What follows belongs to an exercise in optimizing a design on an open flow for small area, a short achievable clock period and few clock cycles per item; a production flow would make more cautious choices. In this exercise RTL edits were held to simulation tests only and were not proved equivalent to the original. Power and IR drop assume default switching activity.

==> flow/design.v <==
`timescale 1ns / 1ps
package prrts_pkg;
    localparam int MAX_TASKS = 16;
    localparam int IDX_W     = 4;
    localparam int CNT_W     = 5;
    localparam logic [2:0] FN_CREATE = 3'd0;
    localparam logic [2:0] FN_TICK   = 3'd1;
    localparam logic [2:0] FN_DELAY  = 3'd2;
    localparam logic [2:0] FN_SWITCH = 3'd3;
    localparam logic [2:0] FN_START  = 3'd4;
    localparam logic [1:0] RES_OK       = 2'd0;
    localparam logic [1:0] RES_FULL     = 2'd1;
    localparam logic [1:0] RES_NO_TASKS = 2'd2;
    localparam logic [1:0] RES_IGNORED  = 2'd3;
endpackage
`timescale 1ns / 1ps
module prrts_cell (
    input  logic [255:0]      lt,
    input  logic [255:0]      eq,
    input  logic [15:0]       elig,
    input  logic [15:0]       after_cur,   
    output logic [15:0]       win
);
    logic [255:0]      beat;      
    logic              none;
    always_comb
    begin
        beat = '0;
        for (int i = 1; i < 16; i++)
        begin
            for (int j = 0; j < i; j++)
            begin
                logic j_first;
                logic j_beats_i;
                j_first   = after_cur[j] | ~after_cur[i];
                j_beats_i = lt[j*16+i] | (eq[j*16+i] & j_first);
                beat[j*16+i] = elig[j] & j_beats_i;
                beat[i*16+j] = elig[i] & ~j_beats_i;
            end
        end
        none = ~|elig;
        for (int i = 0; i < 16; i++)
        begin
            logic beaten;
            beaten = 1'b0;
            for (int j = 0; j < 16; j++)
                beaten = beaten | beat[j*16+i];
            win[i] = elig[i] & ~beaten;
        end
        win[0] = win[0] | none;
    end
endmodule
`timescale 1ns / 1ps
`timescale 1ns / 1ps
module priority_round_robin_task_scheduler_core (
    input  logic        clk,
    input  logic        rst_n,
    input  logic        in_valid,
    output logic        in_ready,
    input  logic [2:0]  func,
    input  logic [7:0]  priority_req,
    input  logic [31:0] stack_pointer,
    input  logic [31:0] delay_ticks,
    output logic        out_valid,
    input  logic        out_ready,
    output logic [1:0]  status,
    output logic [3:0]  task_index,
    output logic [31:0] task_sp,
    output logic        switch_request
);
    logic              rv_q;
    logic [2:0]        rfn_q;
    logic [7:0]        rprio_q;
    logic [31:0]       rsp_q;
    logic [31:0]       rdm1_q;       
    logic [4:0]        count_q;
    logic [3:0]        cur_q;
    logic [15:0]       after_q;      
    logic              cur_valid_q;
    logic              running_q;
    logic [15:0]       run_q;
    logic [31:0]       tnext_q;      
    logic [15:0]       idle_q;       
    logic [15:0][31:0] sp_q;
    logic [15:0][7:0]  prio_q;
    logic [15:1][31:0] wake_q;
    logic [255:0]      lt_q;         
    logic [255:0]      eq_q;
    logic              ov_q;
    logic [1:0]        st_q;
    logic [3:0]        ix_q;
    logic [31:0]       tsp_q;
    logic              rq_q;
    logic              sk_q;
    logic [1:0]        sk_st_q;
    logic [3:0]        sk_ix_q;
    logic              sk_rq_q;
    logic              sk_sp_q;
    logic        take;
    logic        exec;
    logic        out_free;
    logic        fn_create, fn_tick, fn_delay, fn_switch, fn_start;
    logic        full, empty, dly_ok;
    logic [31:0] wake_new;
    assign in_ready  = !(rv_q && sk_q);
    assign take      = in_valid && in_ready;
    assign exec      = rv_q && !sk_q;
    assign out_free  = !ov_q || out_ready;
    assign fn_create = (rfn_q == prrts_pkg::FN_CREATE);
    assign fn_tick   = (rfn_q == prrts_pkg::FN_TICK);
    assign fn_delay  = (rfn_q == prrts_pkg::FN_DELAY);
    assign fn_switch = (rfn_q == prrts_pkg::FN_SWITCH);
    assign fn_start  = (rfn_q == prrts_pkg::FN_START);
    assign full      = count_q[4];
    assign empty     = (count_q == '0);
    assign dly_ok    = cur_valid_q && (rdm1_q != '1);
    function automatic logic [31:0] add32(input logic [31:0] x, input logic [31:0] y);
        logic [31:0] g, p, gg, pp, ng, np;
        g  = x & y;
        p  = x ^ y;
        gg = g;
        pp = p;
        for (int d = 1; d < 32; d = d * 2)
        begin
            for (int b = 0; b < 32; b++)
            begin
                if (b >= d)
                begin
                    ng[b] = gg[b] | (pp[b] & gg[b-d]);
                    np[b] = pp[b] & pp[b-d];
                end
                else
                begin
                    ng[b] = gg[b];
                    np[b] = pp[b];
                end
            end
            gg = ng;
            pp = np;
        end
        add32 = p ^ {gg[30:0], 1'b0};
    endfunction
    assign wake_new = add32(tnext_q, rdm1_q);
    always_ff @(posedge clk or negedge rst_n)
    begin
        if (!rst_n)
            rv_q <= 1'b0;
        else if (in_ready)
            rv_q <= in_valid;
    end
    always_ff @(posedge clk)
    begin
        if (in_ready)
        begin
            rfn_q   <= func;
            rprio_q <= priority_req;
            rsp_q   <= stack_pointer;
            rdm1_q  <= delay_ticks - 32'd1;
        end
    end
    logic [15:0] elig;
    logic [15:0] win;
    logic [15:0] cur_oh;
    logic [15:0] sel;
    logic [3:0]  win_idx;
    logic        win_cur;
    logic [31:0] sel_sp;
    always_comb
    begin
        for (int i = 0; i < 16; i++)
        begin
            elig[i]   = run_q[i] && !idle_q[i];
            cur_oh[i] = (cur_q == 4'(i));
        end
    end
    prrts_cell u_choice (
        .lt        (lt_q),
        .eq        (eq_q),
        .elig      (elig),
        .after_cur (after_q),
        .win       (win)
    );
    always_comb
    begin
        win_idx = '0;
        for (int i = 0; i < 16; i++)
            if (win[i])
                win_idx = win_idx | 4'(i);
        win_cur = |(win & cur_oh);
        sel     = sk_q ? cur_oh : win;
        sel_sp  = '0;
        for (int i = 0; i < 16; i++)
            sel_sp = sel_sp | ({32{sel[i]}} & sp_q[i]);
        if (!sk_q && cur_valid_q && win_cur)
            sel_sp = rsp_q;
    end
    always_ff @(posedge clk)
    begin
        for (int i = 0; i < 16; i++)
        begin
            if (exec && ((fn_create && (count_q == 5'(i))) ||
                         (fn_switch && cur_valid_q && cur_oh[i])))
                sp_q[i] <= rsp_q;
            if (exec && fn_create && (count_q == 5'(i)))
            begin
                prio_q[i] <= rprio_q;
                idle_q[i] <= (rprio_q == 8'hFF);
                for (int j = 0; j < i; j++)
                begin
                    lt_q[j*16+i] <= (prio_q[j] < rprio_q);
                    eq_q[j*16+i] <= (prio_q[j] == rprio_q);
                end
            end
        end
        for (int i = 1; i < 16; i++)
        begin
            if (exec && fn_delay && dly_ok && cur_oh[i])
                wake_q[i] <= wake_new;
        end
    end
    always_ff @(posedge clk or negedge rst_n)
    begin
        if (!rst_n)
        begin
            count_q     <= '0;
            cur_q       <= '0;
            after_q     <= 16'hFFFE;
            cur_valid_q <= 1'b0;
            running_q   <= 1'b0;
            run_q       <= '0;
            tnext_q     <= 32'd1;
        end
        else if (exec)
        begin
            if (fn_create && !full)
            begin
                count_q             <= count_q + 5'd1;
                run_q[count_q[3:0]] <= 1'b1;
            end
            if (fn_tick)
            begin
                tnext_q <= tnext_q + 32'd1;
                for (int i = 1; i < 16; i++)
                begin
                    if ((5'(i) < count_q) && !run_q[i] && (wake_q[i] == tnext_q))
                        run_q[i] <= 1'b1;
                end
            end
            if (fn_delay && dly_ok)
                run_q[cur_q] <= 1'b0;
            if (fn_switch && !empty)
            begin
                cur_q          <= win_idx;
                cur_valid_q    <= 1'b1;
                run_q[win_idx] <= 1'b1;
                for (int k = 0; k < 16; k++)
                    after_q[k] <= |(win & ((16'd1 << k) - 16'd1));
            end
            if (fn_start && !empty)
            begin
                running_q   <= 1'b1;
                cur_valid_q <= 1'b0;
            end
        end
    end
    logic [1:0] r_st;
    logic [3:0] r_ix;
    logic       r_rq;
    logic       r_sp;    
    always_comb
    begin
        r_st = prrts_pkg::RES_OK;
        r_ix = '0;
        r_rq = 1'b0;
        r_sp = 1'b0;
        if (fn_create)
        begin
            if (full)
                r_st = prrts_pkg::RES_FULL;
            else
                r_ix = count_q[3:0];
        end
        else if (fn_tick)
        begin
        end
        else if (fn_delay)
        begin
            if (dly_ok)
                r_rq = running_q;
            else
                r_st = prrts_pkg::RES_IGNORED;
        end
        else if (fn_switch)
        begin
            if (empty)
                r_st = prrts_pkg::RES_NO_TASKS;
            else
            begin
                r_ix = win_idx;
                r_sp = 1'b1;
            end
        end
        else if (fn_start)
        begin
            if (empty)
                r_st = prrts_pkg::RES_NO_TASKS;
            else
                r_rq = 1'b1;
        end
        else
            r_st = prrts_pkg::RES_IGNORED;
    end
    always_ff @(posedge clk or negedge rst_n)
    begin
        if (!rst_n)
        begin
            ov_q <= 1'b0;
            sk_q <= 1'b0;
        end
        else
        begin
            if (out_free)
                ov_q <= sk_q || exec;
            sk_q <= !out_free && (sk_q || exec);
        end
    end
    always_ff @(posedge clk)
    begin
        if (out_free && sk_q)
        begin
            st_q  <= sk_st_q;
            ix_q  <= sk_ix_q;
            rq_q  <= sk_rq_q;
            tsp_q <= sk_sp_q ? sel_sp : '0;
        end
        else if (out_free && exec)
        begin
            st_q  <= r_st;
            ix_q  <= r_ix;
            rq_q  <= r_rq;
            tsp_q <= r_sp ? sel_sp : '0;
        end
        if (exec)
        begin
            sk_st_q <= r_st;
            sk_ix_q <= r_ix;
            sk_rq_q <= r_rq;
            sk_sp_q <= r_sp;
        end
    end
    assign out_valid      = ov_q;
    assign status         = st_q;
    assign task_index     = ix_q;
    assign task_sp        = tsp_q;
    assign switch_request = rq_q;
endmodule
Settings: LEC_CHECK=0, CAP_MARGIN=20, CORE_MARGIN=2, CORE_UTILIZATION=55, CTS_BUF_LIST=sky130_fd_sc_hd__clkbuf_8 sky130_fd_sc_hd__clkbuf_16, CTS_CLUSTER_DIAMETER=60, CTS_CLUSTER_SIZE=24, SLEW_MARGIN=20; clock period 10.0 ns.
standard.sh (not shown) runs the stock make flow with config.mk's settings and CLKGATE_MAP_FILE= SYNTH_SCRIPT=/design/flow/synth_recipe.tcl, a recipe that flattens the netlist after the stock synthesis.
==> flow/flow/run.sh <==
#!/bin/bash
# the standard layout, with timing repair aimed below the clock period:
# repair works on every path with less than SETUP_SLACK_MARGIN ns of slack
set -euo pipefail
bash standard.sh SETUP_SLACK_MARGIN=6.5 finish > run_standard.log 2>&1
Testbench counts at the start, summed over its fixed seeds: cycles 5,735, items 5,719.
Change:
--- a/flow/design.v
+++ b/flow/design.v
@@ -69,21 +69,20 @@
     output logic        switch_request
 );
     logic              rv_q;
     logic [2:0]        rfn_q;
     logic [7:0]        rprio_q;
     logic [31:0]       rsp_q;
-    logic [31:0]       rdm1_q;       
+    logic [31:0]       rdly_q;
     logic [4:0]        count_q;
     logic [3:0]        cur_q;
     logic [15:0]       after_q;      
     logic              cur_valid_q;
     logic              running_q;
     logic [15:0]       run_q;
-    logic [31:0]       tnext_q;      
-    logic [15:0]       idle_q;       
+    logic [31:0]       time_q;
     logic [15:0][31:0] sp_q;
     logic [15:0][7:0]  prio_q;
     logic [15:1][31:0] wake_q;
     logic [255:0]      lt_q;         
     logic [255:0]      eq_q;
     logic              ov_q;
@@ -98,67 +97,43 @@
     logic              sk_sp_q;
     logic        take;
     logic        exec;
     logic        out_free;
     logic        fn_create, fn_tick, fn_delay, fn_switch, fn_start;
     logic        full, empty, dly_ok;
-    logic [31:0] wake_new;
+    logic [31:0] time_inc;
     assign in_ready  = !(rv_q && sk_q);
     assign take      = in_valid && in_ready;
     assign exec      = rv_q && !sk_q;
     assign out_free  = !ov_q || out_ready;
     assign fn_create = (rfn_q == prrts_pkg::FN_CREATE);
     assign fn_tick   = (rfn_q == prrts_pkg::FN_TICK);
     assign fn_delay  = (rfn_q == prrts_pkg::FN_DELAY);
     assign fn_switch = (rfn_q == prrts_pkg::FN_SWITCH);
     assign fn_start  = (rfn_q == prrts_pkg::FN_START);
     assign full      = count_q[4];
     assign empty     = (count_q == '0);
-    assign dly_ok    = cur_valid_q && (rdm1_q != '1);
-    function automatic logic [31:0] add32(input logic [31:0] x, input logic [31:0] y);
-        logic [31:0] g, p, gg, pp, ng, np;
-        g  = x & y;
-        p  = x ^ y;
-        gg = g;
-        pp = p;
-        for (int d = 1; d < 32; d = d * 2)
-        begin
-            for (int b = 0; b < 32; b++)
-            begin
-                if (b >= d)
-                begin
-                    ng[b] = gg[b] | (pp[b] & gg[b-d]);
-                    np[b] = pp[b] & pp[b-d];
-                end
-                else
-                begin
-                    ng[b] = gg[b];
-                    np[b] = pp[b];
-                end
-            end
-            gg = ng;
-            pp = np;
-        end
-        add32 = p ^ {gg[30:0], 1'b0};
-    endfunction
-    assign wake_new = add32(tnext_q, rdm1_q);
+    assign dly_ok    = cur_valid_q && (rdly_q != '0);
+    assign time_inc  = time_q + 32'd1;
     always_ff @(posedge clk or negedge rst_n)
     begin
         if (!rst_n)
             rv_q <= 1'b0;
-        else if (in_ready)
-            rv_q <= in_valid;
+        else if (take)
+            rv_q <= 1'b1;
+        else if (exec)
+            rv_q <= 1'b0;
     end
     always_ff @(posedge clk)
     begin
-        if (in_ready)
+        if (take)
         begin
             rfn_q   <= func;
             rprio_q <= priority_req;
             rsp_q   <= stack_pointer;
-            rdm1_q  <= delay_ticks - 32'd1;
+            rdly_q  <= delay_ticks;
         end
     end
     logic [15:0] elig;
     logic [15:0] win;
     logic [15:0] cur_oh;
     logic [15:0] sel;
@@ -166,13 +141,13 @@
     logic        win_cur;
     logic [31:0] sel_sp;
     always_comb
     begin
         for (int i = 0; i < 16; i++)
         begin
-            elig[i]   = run_q[i] && !idle_q[i];
+            elig[i]   = run_q[i] && (prio_q[i] != 8'hFF);
             cur_oh[i] = (cur_q == 4'(i));
         end
     end
     prrts_cell u_choice (
         .lt        (lt_q),
         .eq        (eq_q),
@@ -201,51 +176,50 @@
             if (exec && ((fn_create && (count_q == 5'(i))) ||
                          (fn_switch && cur_valid_q && cur_oh[i])))
                 sp_q[i] <= rsp_q;
             if (exec && fn_create && (count_q == 5'(i)))
             begin
                 prio_q[i] <= rprio_q;
-                idle_q[i] <= (rprio_q == 8'hFF);
                 for (int j = 0; j < i; j++)
                 begin
                     lt_q[j*16+i] <= (prio_q[j] < rprio_q);
                     eq_q[j*16+i] <= (prio_q[j] == rprio_q);
                 end
             end
         end
         for (int i = 1; i < 16; i++)
         begin
             if (exec && fn_delay && dly_ok && cur_oh[i])
-                wake_q[i] <= wake_new;
+                wake_q[i] <= time_q + rdly_q;
         end
     end
     always_ff @(posedge clk or negedge rst_n)
     begin
         if (!rst_n)
         begin
             count_q     <= '0;
             cur_q       <= '0;
             after_q     <= 16'hFFFE;
             cur_valid_q <= 1'b0;
             running_q   <= 1'b0;
             run_q       <= '0;
-            tnext_q     <= 32'd1;
+            time_q      <= '0;
         end
         else if (exec)
         begin
             if (fn_create && !full)
             begin
                 count_q             <= count_q + 5'd1;
                 run_q[count_q[3:0]] <= 1'b1;
             end
             if (fn_tick)
             begin
-                tnext_q <= tnext_q + 32'd1;
+                time_q <= time_inc;
                 for (int i = 1; i < 16; i++)
                 begin
-                    if ((5'(i) < count_q) && !run_q[i] && (wake_q[i] == tnext_q))
+                    if ((5'(i) < count_q) && !run_q[i] && (wake_q[i] == time_inc))
                         run_q[i] <= 1'b1;
                 end
             end
             if (fn_delay && dly_ok)
                 run_q[cur_q] <= 1'b0;
             if (fn_switch && !empty)
What happened: Clock power is about the same; setup slack got worse by 0.082 ns; count of clock-buffer cells in the layout falls by 1; cell area came out higher by a few percent; global-route usage grows by 0.96 points; cell count increases by a little under a tenth; non-clock buffer count increases by 162; routed wire length grows by a few percent; critical path depth shrinks by 1.
Testbench counts after the change, summed over its fixed seeds: cycles 5,735, items 5,719.

## re-timing with driven ports
The results above use ideal ports. As a check the final layouts listed here were re-extracted and re-timed, cells and wires unchanged. Step 1 assumes that a clkbuf_16 drives the clock port and a buf_2 every other input. Step 2 also shifts input and output timing later by t, the mid clock arrival at the registers, as if the neighbouring blocks saw the same clock. Slacks: ideal ports / drivers / drivers and shift; pairs: ideal ports / drivers.
| run | shift t [ns] | setup WS [ns] | hold WS [ns] | worst setup path at the end | latest minus earliest clock arrival (ns) |
|---|---|---|---|---|---|
| the first run | 0.852 | 6.274 / 6.274 / 5.716 | 0.484 / 0.484 / 0.484 | input to register | 0.045 / 0.044 |
| the second run | 0.863 | 6.192 / 6.192 / 5.736 | 0.483 / 0.483 / 0.483 | input to register | 0.042 / 0.041 |
After both steps setup and hold are still met in every run listed. The setup slack of the first run, which loses most, moves by 0.000 ns with the drivers and by -0.558 ns with both steps.
